From an optimization exercise on the open Yosys and OpenROAD flow, aimed at small area, a short achievable clock period and few clock cycles; shortcuts taken in it are not production practice. In this exercise RTL edits were held to simulation tests only and were not proved equivalent to the original.

==> inputs of v37 <==
==> flow/design.v <==
package ipdc_pkg;
  typedef enum logic [2:0] {
    OP_LOAD    = 3'b000,
    OP_RIGHT   = 3'b001,
    OP_DOWN    = 3'b010,
    OP_DEFAULT = 3'b011,
    OP_ZOOM    = 3'b100,
    OP_LEFT    = 3'b101,
    OP_UP      = 3'b110,
    OP_NOP     = 3'b111
  } ipdc_op_e;
endpackage
module ipdc_img_buf (
  input  logic        i_clk,
  input  logic        i_we,
  input  logic [3:0]  i_wring,
  input  logic [23:0] i_wdata,
  input  logic [7:0]  i_rsel,
  input  logic [7:0]  i_psel,
  output logic [23:0] o_rd_data
);
  logic [63:0][23:0] fb;    
  logic [7:0][23:0]  rowd;
  always_ff @(posedge i_clk) begin
    for (int m = 0; m < 16; m++) begin
      fb[4*m+0] <= fb[4*m+1];
      fb[4*m+1] <= fb[4*m+2];
      fb[4*m+2] <= fb[4*m+3];
      fb[4*m+3] <= (i_we && i_wring == 4'(m)) ? i_wdata : fb[4*m+0];
    end
  end
  always_comb begin
    for (int r = 0; r < 8; r++) begin
      rowd[r] = '0;
      for (int c = 0; c < 8; c++)
        rowd[r] = rowd[r] | ({24{i_psel[c]}} & fb[r*8+c]);
    end
    o_rd_data = '0;
    for (int r = 0; r < 8; r++)
      o_rd_data = o_rd_data | ({24{i_rsel[r]}} & rowd[r]);
  end
endmodule
module ipdc_window_engine
#(
  parameter int unsigned DATA_W  = 24,
  parameter int unsigned IMG_DIM = 8,
  parameter int unsigned WIN_DIM = 4
) (
  input  logic              i_clk,
  input  logic              i_rst,
  input  logic              i_op_valid,
  input  logic [2:0]        i_op_mode,
  input  logic              i_in_valid,
  input  logic [DATA_W-1:0] i_in_data,
  output logic              o_in_ready,
  input  logic              i_out_ready,
  output logic              o_out_valid,
  output logic [DATA_W-1:0] o_out_data
);
  logic [4:0]  ro_q, co_q;
  logic        two_q;
  logic        act_q;
  logic [3:0]  n_q;
  logic [7:0]  rsel_q, csl_q, psel_q;
  logic        arr_q;
  logic [5:0]  acnt_q, wk_q;
  logic [3:0][23:0] dl_q;
  logic [3:0]  v_q;
  logic [1:0]  ph_q;
  logic        skid_v_q;
  logic [23:0] skid_q;
  logic        accept, acc_load, acc_disp, rd_fire, arr_last, we;
  logic [4:0]  ro_nx, co_nx, r_inc, r_dec, c_inc, c_dec;
  logic        two_nx;
  logic [23:0] rd_data, wdata;
  logic        act_nx, arr_nx, skid_v_nx, rd_done_nx, ld_busy_nx;
  logic [3:0]  n_nx, v_nx, take;
  logic [5:0]  wk_nx;
  logic [1:0]  ph_nx;
  logic [7:0]  rsel_nx, csl_nx, psel_nx;
  ipdc_img_buf u_img_buf (
    .i_clk     (i_clk),
    .i_we      (we),
    .i_wring   (wk_q[5:2]),
    .i_wdata   (wdata),
    .i_rsel    (rsel_q),
    .i_psel    (psel_q),
    .o_rd_data (rd_data)
  );
  assign accept   = i_op_valid && o_in_ready;
  assign acc_load = accept && (i_op_mode == 3'b000);
  assign acc_disp = accept && (i_op_mode != 3'b000) && (i_op_mode != 3'b111);
  assign rd_fire  = act_q && !skid_v_q;
  assign arr_last = arr_q && i_in_valid && (acnt_q == 6'd63);
  always_comb begin
    take = 4'b0000;
    if (v_q[3])      take = 4'b1000;
    else if (v_q[2]) take = 4'b0100;
    else if (v_q[1]) take = 4'b0010;
    else if (v_q[0]) take = 4'b0001;
    wdata = ({24{take[0]}} & dl_q[0]) | ({24{take[1]}} & dl_q[1]) |
            ({24{take[2]}} & dl_q[2]) | ({24{take[3]}} & dl_q[3]);
  end
  assign we = (v_q != 4'b0000) && (ph_q == wk_q[1:0]);
  always_comb begin
    v_nx  = {v_q[2:0] & ~(take[2:0] & {3{we}}), arr_q && i_in_valid};
    wk_nx = acc_load ? 6'd0 : wk_q + 6'(we);
    ph_nx = acc_load ? 2'd3 : ph_q + 2'd1;
    arr_nx = acc_load || (arr_q && !arr_last);
    ld_busy_nx = arr_nx || ((v_nx != 4'b0000) && !((wk_nx == 6'd63) && (ph_nx == 2'd3)));
  end
  assign r_inc = (two_q ? ro_q[0] : !ro_q[4]) ? {ro_q[3:0], 1'b0} : ro_q;
  assign c_inc = (two_q ? co_q[0] : !co_q[4]) ? {co_q[3:0], 1'b0} : co_q;
  assign r_dec = ro_q[0] ? ro_q : {1'b0, ro_q[4:1]};
  assign c_dec = co_q[0] ? co_q : {1'b0, co_q[4:1]};
  always_comb begin
    ro_nx  = ro_q;
    co_nx  = co_q;
    two_nx = two_q;
    case (i_op_mode)
      3'b001: co_nx = c_inc;
      3'b101: co_nx = c_dec;
      3'b010: ro_nx = r_inc;
      3'b110: ro_nx = r_dec;
      3'b011: begin ro_nx = 5'b00001; co_nx = 5'b00001; two_nx = 1'b1; end
      3'b100: begin ro_nx = 5'b00100; co_nx = 5'b00100; two_nx = 1'b0; end
      default: ;
    endcase
  end
  always_comb begin
    rsel_nx = rsel_q;
    csl_nx  = csl_q;
    if (acc_disp) begin
      act_nx  = 1'b1;
      n_nx    = 4'd0;
      rsel_nx = {3'b000, ro_nx};
      csl_nx  = {3'b000, co_nx};
    end else if (rd_fire) begin
      act_nx = (n_q != 4'd15);
      n_nx   = n_q + 4'd1;
      if (n_q[1:0] == 2'd3) begin
        csl_nx  = {3'b000, co_q};
        rsel_nx = two_q ? {rsel_q[5:0], 2'b00} : {rsel_q[6:0], 1'b0};
      end else begin
        csl_nx  = two_q ? {csl_q[5:0], 2'b00} : {csl_q[6:0], 1'b0};
      end
    end else begin
      act_nx = act_q;
      n_nx   = n_q;
    end
    for (int h = 0; h < 2; h++)
      for (int p = 0; p < 4; p++)
        psel_nx[4*h+p] = csl_nx[4*h + ((p + int'(ph_nx)) % 4)];
    skid_v_nx  = (o_out_valid && !i_out_ready) && (skid_v_q || rd_fire);
    rd_done_nx = !act_nx || ((n_nx == 4'd15) && !skid_v_nx);
  end
  always_ff @(posedge i_clk) begin
    if (i_rst) begin
      o_in_ready  <= 1'b1;
      ro_q        <= 5'b00001;
      co_q        <= 5'b00001;
      two_q       <= 1'b1;
      act_q       <= 1'b0;
      arr_q       <= 1'b0;
      v_q         <= 4'b0000;
      skid_v_q    <= 1'b0;
      o_out_valid <= 1'b0;
    end else begin
      o_in_ready <= !ld_busy_nx && rd_done_nx;
      act_q      <= act_nx;
      arr_q      <= arr_nx;
      v_q        <= v_nx;
      skid_v_q   <= skid_v_nx;
      if (!o_out_valid || i_out_ready)
        o_out_valid <= skid_v_q || rd_fire;
      if (acc_disp) begin
        ro_q  <= ro_nx;
        co_q  <= co_nx;
        two_q <= two_nx;
      end
    end
  end
  always_ff @(posedge i_clk) begin
    dl_q   <= {dl_q[2:0], i_in_data};
    ph_q   <= ph_nx;
    wk_q   <= wk_nx;
    n_q    <= n_nx;
    rsel_q <= rsel_nx;
    csl_q  <= csl_nx;
    psel_q <= psel_nx;
    if (acc_load) acnt_q <= '0;
    else if (arr_q && i_in_valid) acnt_q <= acnt_q + 6'd1;
    if (!o_out_valid || i_out_ready)
      o_out_data <= skid_v_q ? skid_q : rd_data;
    if (rd_fire && o_out_valid && !i_out_ready)
      skid_q <= rd_data;
  end
endmodule
==> flow/run.sh <==
#!/bin/bash
# synth_recipe.tcl (not shown) runs the flow's synth.tcl, then flattens the netlist and writes it again
# the make line also repeats each setting of config.mk as NAME=value (left out here)
make -C /OpenROAD-flow-scripts/flow DESIGN_CONFIG=/design/flow/config.mk WORK_HOME=/design/flow/orfs CLKGATE_MAP_FILE= SYNTH_SCRIPT=/design/flow/synth_recipe.tcl finish
==> flow/config.mk <==
export PLATFORM = sky130hd
export DESIGN_NAME = ipdc_window_engine
export DESIGN_NICKNAME = ipdc_window_engine
export VERILOG_FILES = /design/flow/design.v
export SDC_FILE = /design/flow/constraint.sdc
export NUM_CORES = 4
export LEC_CHECK = 0
export CAP_MARGIN = 20
export CORE_MARGIN = 2
export CORE_UTILIZATION = 55
export CTS_BUF_LIST = sky130_fd_sc_hd__clkbuf_8
export CTS_CLUSTER_DIAMETER = 45
export CTS_CLUSTER_SIZE = 20
export SETUP_SLACK_MARGIN = 3.0
export SLEW_MARGIN = 20
==> flow/constraint.sdc <==
create_clock -name core_clock -period 5.5 [get_ports {i_clk}]
set_input_delay 1.1000 -clock core_clock [delete_from_list [all_inputs] [get_ports {i_clk}]]
set_output_delay 1.1000 -clock core_clock [all_outputs]
set_load 0.01 [all_outputs]
==> inputs of v31, as changes to v37 <==
==> flow/design.v (replaced) <==
package ipdc_pkg;
  typedef enum logic [2:0] {
    OP_LOAD    = 3'b000,
    OP_RIGHT   = 3'b001,
    OP_DOWN    = 3'b010,
    OP_DEFAULT = 3'b011,
    OP_ZOOM    = 3'b100,
    OP_LEFT    = 3'b101,
    OP_UP      = 3'b110,
    OP_NOP     = 3'b111
  } ipdc_op_e;
endpackage
module ipdc_img_buf (
  input  logic                i_clk,
  input  logic                i_shift,
  input  logic [23:0]         i_wdata,
  input  logic [7:0]          i_rsel,
  input  logic [7:0]          i_csel,
  output logic [23:0]         o_rd_data
);
  logic [63:0][23:0] fb;
  logic [7:0][23:0]  rowd;
  always_ff @(posedge i_clk) begin
    if (i_shift) fb <= {i_wdata, fb[63:1]};
  end
  always_comb begin
    for (int r = 0; r < 8; r++) begin
      rowd[r] = '0;
      for (int c = 0; c < 8; c++)
        rowd[r] = rowd[r] | ({24{i_csel[c]}} & fb[r*8+c]);
    end
    o_rd_data = '0;
    for (int r = 0; r < 8; r++)
      o_rd_data = o_rd_data | ({24{i_rsel[r]}} & rowd[r]);
  end
endmodule
module ipdc_window_engine
#(
  parameter int unsigned DATA_W  = 24,
  parameter int unsigned IMG_DIM = 8,
  parameter int unsigned WIN_DIM = 4
) (
  input  logic              i_clk,
  input  logic              i_rst,
  input  logic              i_op_valid,
  input  logic [2:0]        i_op_mode,
  input  logic              i_in_valid,
  input  logic [DATA_W-1:0] i_in_data,
  output logic              o_in_ready,
  input  logic              i_out_ready,
  output logic              o_out_valid,
  output logic [DATA_W-1:0] o_out_data
);
  logic [4:0]  ro_q, co_q;
  logic        two_q;
  logic        act_q;
  logic [3:0]  n_q;
  logic [7:0]  rsel_q, csel_q;
  logic        ld_q;
  logic [5:0]  ld_cnt_q;
  logic        in_v_q;
  logic [23:0] in_q;
  logic        skid_v_q;
  logic [23:0] skid_q;
  logic        accept, acc_load, acc_disp, rd_fire, xfer, ld_done;
  logic [4:0]  ro_nx, co_nx, r_inc, r_dec, c_inc, c_dec;
  logic        two_nx;
  logic [23:0] rd_data;
  logic        act_nx, ld_nx, skid_v_nx, last_nx;
  logic [3:0]  n_nx;
  ipdc_img_buf u_img_buf (
    .i_clk     (i_clk),
    .i_shift   (in_v_q),
    .i_wdata   (in_q),
    .i_rsel    (rsel_q),
    .i_csel    (csel_q),
    .o_rd_data (rd_data)
  );
  assign accept   = i_op_valid && o_in_ready;
  assign acc_load = accept && (i_op_mode == 3'b000);
  assign acc_disp = accept && (i_op_mode != 3'b000) && (i_op_mode != 3'b111);
  assign rd_fire  = act_q && !skid_v_q;
  assign xfer     = o_out_valid && i_out_ready;
  assign ld_done  = ld_q && i_in_valid && (ld_cnt_q == 6'd63);
  assign r_inc = (two_q ? ro_q[0] : !ro_q[4]) ? {ro_q[3:0], 1'b0} : ro_q;
  assign c_inc = (two_q ? co_q[0] : !co_q[4]) ? {co_q[3:0], 1'b0} : co_q;
  assign r_dec = ro_q[0] ? ro_q : {1'b0, ro_q[4:1]};
  assign c_dec = co_q[0] ? co_q : {1'b0, co_q[4:1]};
  always_comb begin
    ro_nx  = ro_q;
    co_nx  = co_q;
    two_nx = two_q;
    case (i_op_mode)
      3'b001: co_nx = c_inc;
      3'b101: co_nx = c_dec;
      3'b010: ro_nx = r_inc;
      3'b110: ro_nx = r_dec;
      3'b011: begin ro_nx = 5'b00001; co_nx = 5'b00001; two_nx = 1'b1; end
      3'b100: begin ro_nx = 5'b00100; co_nx = 5'b00100; two_nx = 1'b0; end
      default: ;
    endcase
  end
  always_comb begin
    if (acc_disp) begin
      act_nx = 1'b1;
      n_nx   = 4'd0;
    end else if (rd_fire) begin
      act_nx = (n_q != 4'd15);
      n_nx   = n_q + 4'd1;
    end else begin
      act_nx = act_q;
      n_nx   = n_q;
    end
    ld_nx     = acc_load || (ld_q && !ld_done);
    skid_v_nx = (o_out_valid && !i_out_ready) && (skid_v_q || rd_fire);
    last_nx   = !act_nx || ((n_nx == 4'd15) && !skid_v_nx);
  end
  always_ff @(posedge i_clk) begin
    in_q <= i_in_data;
    if (i_rst) begin
      o_in_ready  <= 1'b1;
      ro_q        <= 5'b00001;
      co_q        <= 5'b00001;
      two_q       <= 1'b1;
      act_q       <= 1'b0;
      ld_q        <= 1'b0;
      in_v_q      <= 1'b0;
      skid_v_q    <= 1'b0;
      o_out_valid <= 1'b0;
    end else begin
      o_in_ready <= !ld_nx && last_nx;
      act_q      <= act_nx;
      ld_q       <= ld_nx;
      in_v_q     <= ld_q && i_in_valid;
      skid_v_q   <= skid_v_nx;
      if (!o_out_valid || i_out_ready)
        o_out_valid <= skid_v_q || rd_fire;
      if (acc_disp) begin
        ro_q  <= ro_nx;
        co_q  <= co_nx;
        two_q <= two_nx;
      end
    end
  end
  always_ff @(posedge i_clk) begin
    n_q <= n_nx;
    if (acc_load) ld_cnt_q <= '0;
    else if (ld_q && i_in_valid) ld_cnt_q <= ld_cnt_q + 6'd1;
    if (acc_disp) begin
      rsel_q <= {3'b000, ro_nx};
      csel_q <= {3'b000, co_nx};
    end else if (rd_fire) begin
      if (n_q[1:0] == 2'd3) begin
        csel_q <= {3'b000, co_q};
        rsel_q <= two_q ? {rsel_q[5:0], 2'b00} : {rsel_q[6:0], 1'b0};
      end else begin
        csel_q <= two_q ? {csel_q[5:0], 2'b00} : {csel_q[6:0], 1'b0};
      end
    end
    if (!o_out_valid || i_out_ready)
      o_out_data <= skid_v_q ? skid_q : rd_data;
    if (rd_fire && o_out_valid && !i_out_ready)
      skid_q <= rd_data;
  end
endmodule
CORE_UTILIZATION = 40   (was 55)
CTS_BUF_LIST = unset   (was sky130_fd_sc_hd__clkbuf_8)
CTS_CLUSTER_DIAMETER = unset   (was 45)
CTS_CLUSTER_SIZE = unset   (was 20)
SETUP_SLACK_MARGIN = unset   (was 3.0)
==> inputs of v26, as changes to v37 <==
--- a/flow/design.v
+++ b/flow/design.v
@@ -13,6 +13,5 @@
 module ipdc_img_buf (
   input  logic        i_clk,
-  input  logic        i_we,
-  input  logic [3:0]  i_wring,
+  input  logic [15:0] i_wring,
   input  logic [23:0] i_wdata,
   input  logic [7:0]  i_rsel,
@@ -27,5 +26,5 @@
       fb[4*m+1] <= fb[4*m+2];
       fb[4*m+2] <= fb[4*m+3];
-      fb[4*m+3] <= (i_we && i_wring == 4'(m)) ? i_wdata : fb[4*m+0];
+      fb[4*m+3] <= i_wring[m] ? i_wdata : fb[4*m+0];
     end
   end
@@ -68,6 +67,10 @@
   logic [3:0]  v_q;
   logic [1:0]  ph_q;
+  logic        we_q;
+  logic [3:0]  take_q;
+  logic [15:0] wring_q;
   logic        skid_v_q;
   logic [23:0] skid_q;
+  logic [23:0] out_sh_q;
   logic        accept, acc_load, acc_disp, rd_fire, arr_last, we;
   logic [4:0]  ro_nx, co_nx, r_inc, r_dec, c_inc, c_dec;
@@ -75,5 +78,6 @@
   logic [23:0] rd_data, wdata;
   logic        act_nx, arr_nx, skid_v_nx, rd_done_nx, ld_busy_nx;
-  logic [3:0]  n_nx, v_nx, take;
+  logic [3:0]  n_nx, v_nx, take_nx;
+  logic        we_nx;
   logic [5:0]  wk_nx;
   logic [1:0]  ph_nx;
@@ -81,6 +85,5 @@
   ipdc_img_buf u_img_buf (
     .i_clk     (i_clk),
-    .i_we      (we),
-    .i_wring   (wk_q[5:2]),
+    .i_wring   (wring_q),
     .i_wdata   (wdata),
     .i_rsel    (rsel_q),
@@ -93,18 +96,17 @@
   assign rd_fire  = act_q && !skid_v_q;
   assign arr_last = arr_q && i_in_valid && (acnt_q == 6'd63);
-  always_comb begin
-    take = 4'b0000;
-    if (v_q[3])      take = 4'b1000;
-    else if (v_q[2]) take = 4'b0100;
-    else if (v_q[1]) take = 4'b0010;
-    else if (v_q[0]) take = 4'b0001;
-    wdata = ({24{take[0]}} & dl_q[0]) | ({24{take[1]}} & dl_q[1]) |
-            ({24{take[2]}} & dl_q[2]) | ({24{take[3]}} & dl_q[3]);
-  end
-  assign we = (v_q != 4'b0000) && (ph_q == wk_q[1:0]);
-  always_comb begin
-    v_nx  = {v_q[2:0] & ~(take[2:0] & {3{we}}), arr_q && i_in_valid};
+  assign we    = we_q;
+  assign wdata = ({24{take_q[0]}} & dl_q[0]) | ({24{take_q[1]}} & dl_q[1]) |
+                 ({24{take_q[2]}} & dl_q[2]) | ({24{take_q[3]}} & dl_q[3]);
+  always_comb begin
+    v_nx  = {v_q[2:0] & ~(take_q[2:0] & {3{we}}), arr_q && i_in_valid};
     wk_nx = acc_load ? 6'd0 : wk_q + 6'(we);
     ph_nx = acc_load ? 2'd3 : ph_q + 2'd1;
+    take_nx = 4'b0000;
+    if (v_nx[3])      take_nx = 4'b1000;
+    else if (v_nx[2]) take_nx = 4'b0100;
+    else if (v_nx[1]) take_nx = 4'b0010;
+    else if (v_nx[0]) take_nx = 4'b0001;
+    we_nx = (v_nx != 4'b0000) && (ph_nx == wk_nx[1:0]);
     arr_nx = acc_load || (arr_q && !arr_last);
     ld_busy_nx = arr_nx || ((v_nx != 4'b0000) && !((wk_nx == 6'd63) && (ph_nx == 2'd3)));
@@ -164,4 +166,6 @@
       arr_q       <= 1'b0;
       v_q         <= 4'b0000;
+      we_q        <= 1'b0;
+      wring_q     <= '0;
       skid_v_q    <= 1'b0;
       o_out_valid <= 1'b0;
@@ -171,4 +175,6 @@
       arr_q      <= arr_nx;
       v_q        <= v_nx;
+      we_q       <= we_nx;
+      for (int m = 0; m < 16; m++) wring_q[m] <= we_nx && (wk_nx[5:2] == 4'(m));
       skid_v_q   <= skid_v_nx;
       if (!o_out_valid || i_out_ready)
@@ -184,4 +190,5 @@
     dl_q   <= {dl_q[2:0], i_in_data};
     ph_q   <= ph_nx;
+    take_q <= take_nx;
     wk_q   <= wk_nx;
     n_q    <= n_nx;
@@ -191,6 +198,7 @@
     if (acc_load) acnt_q <= '0;
     else if (arr_q && i_in_valid) acnt_q <= acnt_q + 6'd1;
-    if (!o_out_valid || i_out_ready)
-      o_out_data <= skid_v_q ? skid_q : rd_data;
+    o_out_data <= (!o_out_valid || i_out_ready) ? (skid_v_q ? skid_q : rd_data) : out_sh_q;
+    if ((!o_out_valid || i_out_ready) && (skid_v_q || rd_fire))
+      out_sh_q <= skid_v_q ? skid_q : rd_data;
     if (rd_fire && o_out_valid && !i_out_ready)
       skid_q <= rd_data;
CTS_CLUSTER_SIZE = 16   (was 20)
==> results by group <==
Outcome
  – Status: timing/DRC/antenna clean

Finish
  – Fraction of standard cell area that is sequential: 72.6%
  – Number of inverters outside the clock class in the layout: 10
  – Layout Area Growth over Synthesis: 13.2%
  – Final non-filler cell total: 5,315
  – Number of nets in the final layout: 3,283

Detailed routing
  – DRC marker count from the first detailed-route iteration: 3,757
  – Routed wl met2: 59.3 mm

Die
  – Die X-Extent: 390 µm

Setup path
  – Worst Path Arrival: 3.62 ns
  – Maximum single-stage delay on the critical path: 0.84 ns
  – Crit path max fanout: 18

Timing
  – Timing-limited maximum frequency: 0.329 GHz

Clock tree
  – Clock latency of the later-clocked register in the worst-skew pair: 0.78 ns
Source of the figures above: v31

==> results by group <==
Detailed routing
  – Routed wl met2: 71.5 mm
  – DRC marker count from the first detailed-route iteration: 4,097

Finish
  – Layout Area Growth over Synthesis: 11.7%
  – Number of nets in the final layout: 4,389
  – Fraction of standard cell area that is sequential: 62.3%
  – Final non-filler cell total: 5,661

Setup path
  – Worst Path Arrival: 3.45 ns
  – Maximum single-stage delay on the critical path: 0.75 ns
  – Crit path max fanout: 12

Clock tree
  – Clock latency of the later-clocked register in the worst-skew pair: 0.88 ns

Outcome
  – Status: timing/DRC/antenna clean

Die
  – Die X-Extent: 308 µm
Source of the figures above: v37

==> results by group <==
Finish
  – Layout Area Growth over Synthesis: 11.0%
  – Fraction of standard cell area that is sequential: 62.7%
  – Final non-filler cell total: 5,876
  – Number of inverters outside the clock class in the layout: 40

Timing
  – Timing-limited maximum frequency: 0.399 GHz

Setup path
  – Worst Path Arrival: 1.40 ns
  – Maximum single-stage delay on the critical path: 0.42 ns

Outcome
  – Status: timing/DRC/antenna clean

Die
  – Die X-Extent: 312 µm
Source of the figures above: v26

Testbench counts of v37, summed over its fixed seeds: cycles 16,041.
Testbench counts of v31, summed over its fixed seeds: cycles 16,041.
Testbench counts of v26, summed over its fixed seeds: cycles 16,041.

## port drivers added, routing unchanged
How much do the figures lean on ideal ports? The routed layouts below were timed once more, with nothing changed but the port constraints. Step 1 (the two cells are an assumption about what drives the block):
set clk [get_ports {i_clk}]
set_driving_cell -lib_cell sky130_fd_sc_hd__clkbuf_16 $clk
set_driving_cell -lib_cell sky130_fd_sc_hd__buf_2 [delete_from_list [all_inputs] $clk]
Step 2, shift: input delay + t, output delay - t, t = (earliest + latest rising clock arrival at the registers) / 2. This alone moves slack from input paths to output paths. Three values: ideal ports, drivers, drivers and shift; two values: the first two.
run	t, ns	setup slack, ns	slew at the worst register clock pin (ns)
v37	0.914	2.819 / 2.815 / 2.235	0.12 / 0.12
v31	0.843	2.464 / 2.435 / 1.674	0.07 / 0.07
v26	0.909	2.997 / 2.932 / 2.220	0.11 / 0.11
After both steps every run listed still meets setup and hold. The setup slack of v31, which loses most, moves by -0.029 ns with the drivers and by -0.790 ns with both steps.
